Source: an optimization exercise on an open RTL-to-GDS flow (aim: small area, a short achievable clock period and few clock cycles per item). Production flows keep margins and buffers that such runs may drop. The RTL was checked by simulation tests, not by an equivalence proof against the original design.

## run 4
// alu_top
module alu_top #(
    parameter int LFSR_MAX_STEPS = 8
) (
    input  logic     i_clk,
    input  logic     i_rst_n,
    input  logic     i_req,
    input  alu_pkg::alu_req_t i_cmd,
    output logic     o_ack,
    output alu_pkg::fx_t      o_result
);
clock: 9.5 ns
lec_check: 0
cap_margin: 20
core_margin: 2
core_utilization: 40
slew_margin: 20
standard.sh (not shown) runs the stock make flow with config.mk's settings and CLKGATE_MAP_FILE= SYNTH_SCRIPT=/design/flow/synth_recipe.tcl, a recipe that flattens the netlist after the stock synthesis.
==> flow/flow/run.sh <==
#!/bin/bash
# Standard layout, with the timing repair aiming further below the clock period.
set -euo pipefail
bash standard.sh SETUP_SLACK_MARGIN=6.4 finish > standard_flow.log 2>&1
Testbench counts of run 4, summed over its fixed seeds: cycles 22,221, ops 4,800.
#### Input delta (run 2 over run 4)
Settings: setting SETUP_SLACK_MARGIN to 5 for the first time.
==> flow/run.sh (new file) <==
#!/bin/bash
# synth_recipe.tcl (not shown) runs the flow's synth.tcl, then flattens the netlist and writes it again
# the make line also repeats each setting of config.mk as NAME=value (left out here)
make -C /OpenROAD-flow-scripts/flow DESIGN_CONFIG=/design/flow/config.mk WORK_HOME=/design/flow/orfs CLKGATE_MAP_FILE= SYNTH_SCRIPT=/design/flow/synth_recipe.tcl finish
removed: flow/flow/run.sh
removed: flow/standard.sh
- Compared with run 4, run 2 shows fraction of met2 tracks used by global routing lower by 6.2 points.
- Biggest fanout along the worst timing path for run 2 is higher than for run 4.
- Run 4 and run 2 all finish clean.


Another version of the RTL of alu_top (not shown whole).
Size in the first run: roughly 1500 cells after synthesis, ~95 flip-flops, ~56 I/O pins, ~0.010 mm2 of cells after synthesis.
==> flow/config.mk <==
export PLATFORM = sky130hd
export DESIGN_NAME = alu_top
export DESIGN_NICKNAME = alu_top
export VERILOG_FILES = /design/flow/design.v
export SDC_FILE = /design/flow/constraint.sdc
export NUM_CORES = 4
export LEC_CHECK = 0
export ABC_AREA = 1
export CAP_MARGIN = 20
export CORE_MARGIN = 2
export CORE_UTILIZATION = 65
export SLEW_MARGIN = 20
==> flow/constraint.sdc <==
create_clock -name core_clock -period 9.5 [get_ports {i_clk}]
set_input_delay 1.9000 -clock core_clock [delete_from_list [all_inputs] [get_ports {i_clk}]]
set_output_delay 1.9000 -clock core_clock [all_outputs]
set_load 0.01 [all_outputs]
==> flow/flow/run.sh <==
#!/bin/bash
# Standard layout, with the timing repair aiming further below the clock
# period and small port buffers.
set -euo pipefail
bash standard.sh SETUP_SLACK_MARGIN=6.2 "BUFFER_PORTS_ARGS=-buffer_cell sky130_fd_sc_hd__buf_1" finish > standard_flow.log 2>&1
The starting point completed with no timing, DRC or antenna violations.
Testbench counts at the start, summed over its fixed seeds: cycles 21,608, ops 4,800.
Then changed:
==> flow/flow/run.sh (replaced) <==
#!/bin/bash
# Standard layout, with the timing repair aiming further below the clock
# period and small port buffers.
set -euo pipefail
bash standard.sh SETUP_SLACK_MARGIN=5.8 "BUFFER_PORTS_ARGS=-buffer_cell sky130_fd_sc_hd__buf_1" finish > standard_flow.log 2>&1
--- a/flow/config.mk
+++ b/flow/config.mk
@@ -8 +7,0 @@
-export ABC_AREA = 1
@@ -11,0 +11 @@
+export PLACE_DENSITY = 0.72
After rerunning: The new run completed with no timing, DRC or antenna violations; die area goes down by 4.8%; flip-flop and latch count stays the same; global-route usage went down by 1.9 points; utilization went down by 0.14 points.
Then changed:
==> flow/flow/run.sh (replaced) <==
#!/bin/bash
# Standard layout, with the timing repair aiming further below the clock
# period and small port buffers.
set -euo pipefail
bash standard.sh SETUP_SLACK_MARGIN=6.0 "BUFFER_PORTS_ARGS=-buffer_cell sky130_fd_sc_hd__buf_1" finish > standard_flow.log 2>&1
--- a/flow/config.mk
+++ b/flow/config.mk
@@ -7,0 +8 @@
+export ABC_AREA = 1
@@ -11 +11,0 @@
-export PLACE_DENSITY = 0.72
Die area came out higher by 5.1%; utilization shrinks by 1.6 points; wire length is higher by 10%; non-clock buffer count decreases by 12; area after synthesis climbs by 5.3%; design area goes up by 2.6%; worst hold slack improves by 41 ps; via count climbs by 19%; synthesized cell count grows by 38%.

-- what the ideal ports hide --
No port has a modelled driver above. Below, the same layouts with a new extraction and two added sets of constraints. Step 1: set_driving_cell puts a clkbuf_16 on i_clk and a buf_2 on each other input, an assumption about the parent block. Step 2 also shifts input and output timing later by t, the mid clock arrival at the registers, as if the neighbouring blocks saw the same clock. Three values: ideal, step 1, step 2; two values: the first two.
run | t, ns | slack for setup (ns) | hold WS [ns] | worst setup path at the end | latest minus earliest clock arrival (ns)
run 4 | 0.400 | 6.194 / 6.194 / 6.194 | 0.408 / 0.408 / 0.408 | register to register | 0.019 / 0.019
run 2 | 0.406 | 5.266 / 5.266 / 5.266 | 0.375 / 0.375 / 0.375 | register to register | 0.015 / 0.014
the first run of note 2 | 0.394 | 6.303 / 6.303 / 5.996 | 0.404 / 0.404 / 0.404 | input to register | 0.014 / 0.014
the second run of note 2 | 0.400 | 5.914 / 5.914 / 5.633 | 0.358 / 0.358 / 0.358 | input to register | 0.010 / 0.010
the third run of note 2 | 0.395 | 6.198 / 6.198 / 5.984 | 0.398 / 0.398 / 0.398 | input to register | 0.014 / 0.014
After both steps every run listed still meets setup and hold. The setup slack of the first run of note 2, which loses most, moves by 0.000 ns with the drivers and by -0.307 ns with both steps.
